Source: an optimization exercise on an open RTL-to-GDS flow (aim: small area, a short achievable clock period and few clock cycles). Production flows keep margins and buffers that such runs may drop.
The RTL was checked by simulation tests, not by an equivalence proof against the original design.

===== design/flow/config.mk =====
export PLATFORM = sky130hd
export DESIGN_NAME = matmul_top
export DESIGN_NICKNAME = matmul_top
export VERILOG_FILES = /design/flow/design.v
export SDC_FILE = /design/flow/constraint.sdc
export NUM_CORES = 4
export LEC_CHECK = 0
export CAP_MARGIN = 20
export CORE_MARGIN = 2
export CORE_UTILIZATION = 40
export SLEW_MARGIN = 20

===== design/flow/constraint.sdc =====
create_clock -name core_clock -period 12.0 [get_ports {clk}]
set_input_delay 2.4000 -clock core_clock [delete_from_list [all_inputs] [get_ports {clk}]]
set_output_delay 2.4000 -clock core_clock [all_outputs]
set_load 0.01 [all_outputs]

===== design/flow/design.v =====
package matmul_pkg;
	typedef logic [16-1:0] sram_addr_t;
	typedef logic [32-1:0] sram_data_t;
	typedef logic [16-1:0]       dim_t;
	typedef struct packed {
		dim_t rows;  
		dim_t cols;  
	} header_s;
	typedef union packed {
		header_s    hdr;
		sram_data_t word;
	} header_u;
	typedef enum logic [2:0] {
		cmd_hold     = 3'd0,  
		cmd_start    = 3'd1,  
		cmd_next_k   = 3'd2,  
		cmd_next_col = 3'd3,  
		cmd_next_row = 3'd4   
	} addr_cmd_e;
endpackage
`timescale 1ns/1ns
module matmul_ctrl (
	input  logic                   clk,
	input  logic                   reset_n,
	input  logic                   dut_valid,
	output logic                   dut_ready,
	input  matmul_pkg::sram_data_t input_read_data,
	input  matmul_pkg::sram_data_t weight_read_data,
	output matmul_pkg::addr_cmd_e  addr_cmd,
	output logic                   issue,
	output logic                   first,
	output logic                   last
);
	typedef enum logic [1:0] {
		st_idle   = 2'd0,
		st_header = 2'd1,  
		st_run    = 2'd2,  
		st_drain  = 2'd3   
	} state_e;
	state_e  state;
	state_e  state_nxt;
	matmul_pkg::header_u in_hdr;
	matmul_pkg::header_u wt_hdr;
	matmul_pkg::dim_t    row_max;
	matmul_pkg::dim_t    k_max;
	matmul_pkg::dim_t    col_max;
	matmul_pkg::dim_t    row_cnt;
	matmul_pkg::dim_t    k_cnt;
	matmul_pkg::dim_t    col_cnt;
	logic    k_end;
	logic    col_end;
	logic    row_end;
	logic    drain_cnt;
	assign in_hdr.word = input_read_data;
	assign wt_hdr.word = weight_read_data;
	assign k_end   = (k_cnt == k_max);
	assign col_end = (col_cnt == col_max);
	assign row_end = (row_cnt == row_max);
	assign issue = (state == st_run);
	assign first = issue && (k_cnt == '0);
	assign last  = issue && k_end;
	always_comb begin
		state_nxt = state;
		case (state)
			st_idle: begin
				if (dut_valid && dut_ready)
					state_nxt = st_header;
			end
			st_header: state_nxt = st_run;
			st_run: begin
				if (k_end && col_end && row_end)
					state_nxt = st_drain;
			end
			st_drain: begin
				if (drain_cnt)  
					state_nxt = st_idle;
			end
			default: state_nxt = st_idle;
		endcase
	end
	always_ff @(posedge clk) begin
		if (!reset_n) begin
			state     <= st_idle;
			dut_ready <= 1'b0;
			drain_cnt <= 1'b0;
		end else begin
			state     <= state_nxt;
			dut_ready <= (state_nxt == st_idle);  
			drain_cnt <= (state == st_drain) ? ~drain_cnt : 1'b0;
		end
	end
	always_ff @(posedge clk) begin
		if (state == st_header) begin
			row_max <= in_hdr.hdr.rows - matmul_pkg::dim_t'(1);
			k_max   <= wt_hdr.hdr.rows - matmul_pkg::dim_t'(1);
			col_max <= wt_hdr.hdr.cols - matmul_pkg::dim_t'(1);
		end
	end
	always_ff @(posedge clk) begin
		if (!reset_n) begin
			k_cnt   <= '0;
			col_cnt <= '0;
			row_cnt <= '0;
		end else if (state == st_header) begin
			k_cnt   <= '0;
			col_cnt <= '0;
			row_cnt <= '0;
		end else if (state == st_run) begin
			if (!k_end) begin
				k_cnt <= k_cnt + matmul_pkg::dim_t'(1);
			end else begin
				k_cnt <= '0;
				if (!col_end) begin
					col_cnt <= col_cnt + matmul_pkg::dim_t'(1);
				end else begin
					col_cnt <= '0;
					row_cnt <= row_cnt + matmul_pkg::dim_t'(1);  
				end
			end
		end
	end
	always_comb begin
		addr_cmd = matmul_pkg::cmd_hold;
		case (state)
			st_header: addr_cmd = matmul_pkg::cmd_start;
			st_run: begin
				if (!k_end)
					addr_cmd = matmul_pkg::cmd_next_k;
				else if (!col_end)
					addr_cmd = matmul_pkg::cmd_next_col;
				else if (!row_end)
					addr_cmd = matmul_pkg::cmd_next_row;
				else
					addr_cmd = matmul_pkg::cmd_hold;  
			end
			default: addr_cmd = matmul_pkg::cmd_hold;
		endcase
	end
endmodule
`timescale 1ns/1ns
module matmul_addr_gen (
	input  logic                   clk,
	input  logic                   reset_n,
	input  matmul_pkg::addr_cmd_e  addr_cmd,
	input  matmul_pkg::sram_data_t weight_read_data,
	output matmul_pkg::sram_addr_t input_read_address,
	output matmul_pkg::sram_addr_t weight_read_address,
	output matmul_pkg::sram_addr_t result_write_address
);
	matmul_pkg::sram_addr_t a_base;    
	matmul_pkg::sram_addr_t a_ptr;
	matmul_pkg::sram_addr_t b_col;     
	matmul_pkg::sram_addr_t b_ptr;
	matmul_pkg::sram_addr_t b_stride;  
	matmul_pkg::sram_addr_t c_ptr;
	logic [1:0] c_step;    
	assign input_read_address   = a_ptr;
	assign weight_read_address  = b_ptr;
	assign result_write_address = c_ptr;
	always_ff @(posedge clk) begin
		if (addr_cmd == matmul_pkg::cmd_start)
			b_stride <= matmul_pkg::sram_addr_t'(weight_read_data[16-1:0]);
	end
	always_ff @(posedge clk) begin
		case (addr_cmd)
			matmul_pkg::cmd_start: begin
				a_base <= matmul_pkg::sram_addr_t'(1);  
				b_col  <= matmul_pkg::sram_addr_t'(1);
			end
			matmul_pkg::cmd_next_col: b_col <= b_col + 1'b1;
			matmul_pkg::cmd_next_row: begin
				a_base <= a_ptr + 1'b1;  
				b_col  <= matmul_pkg::sram_addr_t'(1);
			end
			default: ;
		endcase
	end
	always_ff @(posedge clk) begin
		if (!reset_n) begin
			a_ptr <= '0;
			b_ptr <= '0;
		end else begin
			case (addr_cmd)
				matmul_pkg::cmd_start: begin
					a_ptr <= matmul_pkg::sram_addr_t'(1);
					b_ptr <= matmul_pkg::sram_addr_t'(1);
				end
				matmul_pkg::cmd_next_k: begin
					a_ptr <= a_ptr + 1'b1;
					b_ptr <= b_ptr + b_stride;  
				end
				matmul_pkg::cmd_next_col: begin
					a_ptr <= a_base;
					b_ptr <= b_col + 1'b1;
				end
				matmul_pkg::cmd_next_row: begin
					a_ptr <= a_ptr + 1'b1;
					b_ptr <= matmul_pkg::sram_addr_t'(1);
				end
				default: begin
					a_ptr <= '0;
					b_ptr <= '0;
				end
			endcase
		end
	end
	always_ff @(posedge clk) begin
		if (!reset_n) begin
			c_step <= '0;
			c_ptr  <= '0;
		end else begin
			c_step <= {c_step[0], (addr_cmd == matmul_pkg::cmd_next_col) || (addr_cmd == matmul_pkg::cmd_next_row)};
			if (addr_cmd == matmul_pkg::cmd_start)
				c_ptr <= '0;
			else if (c_step[1])
				c_ptr <= c_ptr + 1'b1;
		end
	end
endmodule
`timescale 1ns/1ns
module matmul_mac (
	input  logic                   clk,
	input  logic                   reset_n,
	input  logic                   issue,
	input  logic                   first,
	input  logic                   last,
	input  matmul_pkg::sram_data_t input_read_data,
	input  matmul_pkg::sram_data_t weight_read_data,
	output logic                   result_write_enable,
	output matmul_pkg::sram_data_t result_write_data
);
	logic       issue_q;  
	logic       first_q;
	logic       last_q;
	matmul_pkg::sram_data_t product;
	matmul_pkg::sram_data_t sum;
	matmul_pkg::sram_data_t acc;
	assign product = input_read_data * weight_read_data;  
	assign sum     = first_q ? product : acc + product;
	always_ff @(posedge clk) begin
		if (!reset_n) begin
			issue_q             <= 1'b0;
			first_q             <= 1'b0;
			last_q              <= 1'b0;
			result_write_enable <= 1'b0;
		end else begin
			issue_q             <= issue;
			first_q             <= first;
			last_q              <= last;
			result_write_enable <= issue_q && last_q;  
		end
	end
	always_ff @(posedge clk) begin
		if (issue_q)
			acc <= sum;
	end
	always_ff @(posedge clk) begin
		if (issue_q && last_q)
			result_write_data <= sum;  
	end
endmodule
`timescale 1ns/1ns
module matmul_top (
	input  logic                   clk,
	input  logic                   reset_n,
	input  logic                   dut_valid,
	output logic                   dut_ready,
	output matmul_pkg::sram_addr_t input_read_address,
	input  matmul_pkg::sram_data_t input_read_data,
	output matmul_pkg::sram_addr_t weight_read_address,
	input  matmul_pkg::sram_data_t weight_read_data,
	output logic                   result_write_enable,
	output matmul_pkg::sram_addr_t result_write_address,
	output matmul_pkg::sram_data_t result_write_data
);
	matmul_pkg::addr_cmd_e addr_cmd;
	logic      issue;   
	logic      first;   
	logic      last;    
	matmul_ctrl u_ctrl (
		.clk              (clk),
		.reset_n          (reset_n),
		.dut_valid        (dut_valid),
		.dut_ready        (dut_ready),
		.input_read_data  (input_read_data),
		.weight_read_data (weight_read_data),
		.addr_cmd         (addr_cmd),
		.issue            (issue),
		.first            (first),
		.last             (last)
	);
	matmul_addr_gen u_addr (
		.clk                  (clk),
		.reset_n              (reset_n),
		.addr_cmd             (addr_cmd),
		.weight_read_data     (weight_read_data),
		.input_read_address   (input_read_address),
		.weight_read_address  (weight_read_address),
		.result_write_address (result_write_address)
	);
	matmul_mac u_mac (
		.clk                 (clk),
		.reset_n             (reset_n),
		.issue               (issue),
		.first               (first),
		.last                (last),
		.input_read_data     (input_read_data),
		.weight_read_data    (weight_read_data),
		.result_write_enable (result_write_enable),
		.result_write_data   (result_write_data)
	);
endmodule

===== design/flow/run.sh =====
#!/bin/bash
# synth_recipe.tcl (not shown) runs the flow's synth.tcl, then flattens the netlist and writes it again
# the make line also repeats each setting of config.mk as NAME=value (left out here)
make -C /OpenROAD-flow-scripts/flow DESIGN_CONFIG=/design/flow/config.mk WORK_HOME=/design/flow/orfs CLKGATE_MAP_FILE= SYNTH_SCRIPT=/design/flow/synth_recipe.tcl finish

==> reports/summary.json <==
{
  "grt_overflow": 0,
  "maximum_capacitance_violations": 0,
  "place_hpwl_um": 63070,
  "async_set_or_reset_register_ratio_after_synthesis": 0,
  "timing.final.setup_violations": 0,
  "post_synth_xor_area_fraction": 0.08373,
  "track_usage": 0.2120,
  "flops_latches_synth": 266,
  "area_growth_syn_to_layout_pct": 12.69,
  "timing_worst_setup_path_type": "in -> reg",
  "tritoncts.num_buffers": 31,
  "achievable-frequency_mhz": 91.30,
  "antenna_left": 0,
  "post_synth_fa_ha_maj_area_fraction": 0.3580,
  "min_path_type": "reg -> reg",
  "cts_tree": "yes",
  "finalNetCount": 3859,
  "layout.cells.most_common": "inv_1",
  "vias_post_dr": 21322,
  "yosysSeqAreaShare": 0.2356,
  "layout-drive-gt1-share": 0.04407,
  "cts_resized": 0,
  "grt_pass1_wl_um": 124000,
  "die_height_um": 275.1,
  "htreeDepth": 1,
  "status": "finished clean",
  "max_slew.worst_pin.slew_ps": 929.9,
  "mappedNetlistArea_sq_um": 29390,
  "slew_headroom": 0.3786,
  "synth.area.mux_share": 0.005065,
  "min_period_ps": 10950,
  "critical_path_peak_fanout": 13,
  "drt-vias-per-instance": 5.094,
  "cts-root-to-sink-buffers": 3,
  "largest_family_of_logic_cells_by_synthesized_area": "adder cells",
  "clkTransAtPathRegs_ps": 60,
  "total_number_of_clock_tree_sinks": 266,
  "instances_no_fill": 4186,
  "synth_enable_flop_cells": 160,
  "critical-path-top-cell-by-count": "fa_1",
  "critPathSlowestCell": "clkdlybuf4s50_1",
  "drt-pass1-iter-count": 5,
  "top_cells_by_area_in_the_synthesized_netlist": "fa_1, edfxtp_1, ha_1",
  "cts-hold-fix-buffers": 0,
  "mappedNetlistNets": 3752,
  "endpoint_kind": "flip-flop",
  "synth_top_cell_by_area": "fa_1",
  "setup_repair_after_global_routing_missed_its_margin": "false",
  "place.detailed.instances": 4123,
  "first_global_vias": 22215,
  "post_synth_and_or_nand_nor_area_fraction": 0.1747,
  "grt_antenna_before_repair": 13,
  "grt_start_max_net_pins": 58,
  "cts_root_buf": "clkbuf_16",
  "yosysWarningCount": 3,
  "gp_routability_congestion": 0.8764,
  "syn_area_per_cell_sq_um": 9.513,
  "ys_dominant_reg_cell": "edfxtp_1",
  "tns_ps": 0,
  "die-area_sq_um": 75670,
  "die-width_um": 275.1,
  "synth-compound-area-share": 0.06517,
  "postCtsSetupRepairBufs": 0,
  "period_share": 0.9127,
  "drt_first_iter_violations": 1439,
  "finalMaxSlewViolations": 0,
  "synth_top_area_share": 0.2792,
  "critical_path_required_ps": 12340,
  "top_regs": "u_mac.acc: 32 flops, u_mac.result_write_data: 32 flops",
  "critPathMaxStageDelay_ps": 810,
  "arrival_ps": 11290,
  "start_kind": "input pin",
  "wl_per_cell_um": 18.73,
  "starting_density": 0.4036,
  "drt_drc_violations_left": 0,
  "fin_worst_skew_ps": 24.18,
  "placement.io_buffers": 148,
  "synthDistinctLibCells": 75,
  "syn-instance-count": 3090,
  "ios": 149,
  "post-route-worst-setup-slack_ps": 1047,
  "insertion_delay_ps": 590,
  "placeableCoreArea_sq_um": 72830,
  "layout_common_cells": "inv_1, fa_1, nand2_1",
  "finalHoldViolations": 0,
  "place_worst_setup_slack_ps": 591.5,
  "drt-total-wl_um": 78400,
  "floorplan.rows": 99
}
[layout make-up]
class,instances,area [sq um]
inverter,451,1693
multi-input combinational,2225,20190
sequential,266,6928
timing repair buffer,222,2049
tap,959,1200
clock inverter,16,197.7
antenna,5,12.51
clock buffer,42,859.6
fill,7059,39710
[per-stage QoR]
stage | hold slack (ps) | instance area [sq um] | utilization
after floorplan | 411.9 | 29390 | -
final | 432.2 | 33130 | 0.4548
after global routing | 473.9 | 33120 | 0.4547
after detailed placement | 420.8 | 32060 | 0.4401
after CTS | 435.1 | 33110 | 0.4546
after global placement | 418.6 | 32060 | 0.4401
[routing by layer]
| layer | part of all wire | GRT usage | up-vias | wire length, um |
|---|---|---|---|---|
| met4 | 0.041 | 0.08549 | 16 | 3246 |
| met3 | 0.062 | 0.03360 | 174 | 4835 |
| li1 | - | - | 9989 | - |
| met1 | 0.42 | 0.2757 | 10542 | 32940 |
| met2 | 0.48 | 0.3531 | 601 | 37280 |
| met5 | 0.0012 | 0 | - | 93 |
[synthesized netlist by cell type, drive strengths merged (3+ instances only)]
| library cell | instances |
|---|---|
| inv | 451 |
| fa | 410 |
| nand2 | 366 |
| and2 | 289 |
| ha | 185 |
| xnor2 | 173 |
| nor2 | 172 |
| edfxtp | 160 |
| clkbuf | 133 |
| xor2 | 108 |
| dfxtp | 106 |
| a21oi | 78 |
| o21ai | 56 |
| nand3 | 46 |
| nand4 | 31 |
| a21o | 27 |
| and3 | 27 |
| nor3 | 26 |
| nor2b | 21 |
| nor4 | 18 |
| a22oi | 16 |
| nand2b | 16 |
| buf | 15 |
| o21a | 14 |
| o22ai | 13 |
| or3 | 13 |
| a211oi | 12 |
| o31ai | 12 |
| o21bai | 11 |
| a31oi | 8 |
| mux2 | 7 |
| mux2i | 7 |
| o211ai | 7 |
| a21boi | 5 |
| o41ai | 5 |
| or4 | 5 |
| o31a | 4 |
| and4 | 3 |
| nand3b | 3 |
| nor4b | 3 |
[cell families after synthesis]
logic type / after synthesis
buffers and inverters: 599
muxes: 14
AOI/OAI and AO/OA: 292
and+or+nand+nor: 1043
xor gates and xnor gates: 281
adders and majority gates: 595
DFF: 266
[final timing paths]
path	slack (ps)	from	cells after the start	endpoint
setup / recovery	1050	weight_read_data[5]	30	u_mac.acc[27]
hold / removal	430	u_addr.c_step[0]	1	u_addr.c_step[1]
setup reg to reg	8510	u_mac.acc[1]	10	u_mac.acc[19]
hold reg to reg	430	u_addr.c_step[0]	1	u_addr.c_step[1]
[critical path, delay by kind of cell]
| kind | cells | cell delay, ps |
|---|---|---|
| mux | 1 | 280 |
| fa+ha+maj | 10 | 4360 |
| simple gates | 5 | 770 |
| compound gates | 10 | 2360 |
| buf+inv | 3 | 910 |
| xor+xnor | 1 | 200 |
Testbench counts, summed over its fixed seeds: cycles 29,368.

what the ideal ports hide:
Ports are ideal in the flow. The routed layout listed here was re-timed in OpenROAD. Step 1 assumes that a clkbuf_16 drives the clock port and a buf_2 every other input. Step 2 moves the port delays by t, midway between the first and last clock arrival at a register: inputs arrive t later, outputs are due t later. That takes back most of the time a late clock gives input paths. Three values: ideal ports, drivers, drivers and shift; two values: the first two.
t (ns): 0.643
slack for setup (ns): 1.047 / 1.045 / 0.402
latest minus earliest clock arrival (ns): 0.028 / 0.028
After both steps setup and hold are still met in this run. The setup slack of this run moves by -0.002 ns with the drivers and by -0.645 ns with both steps.
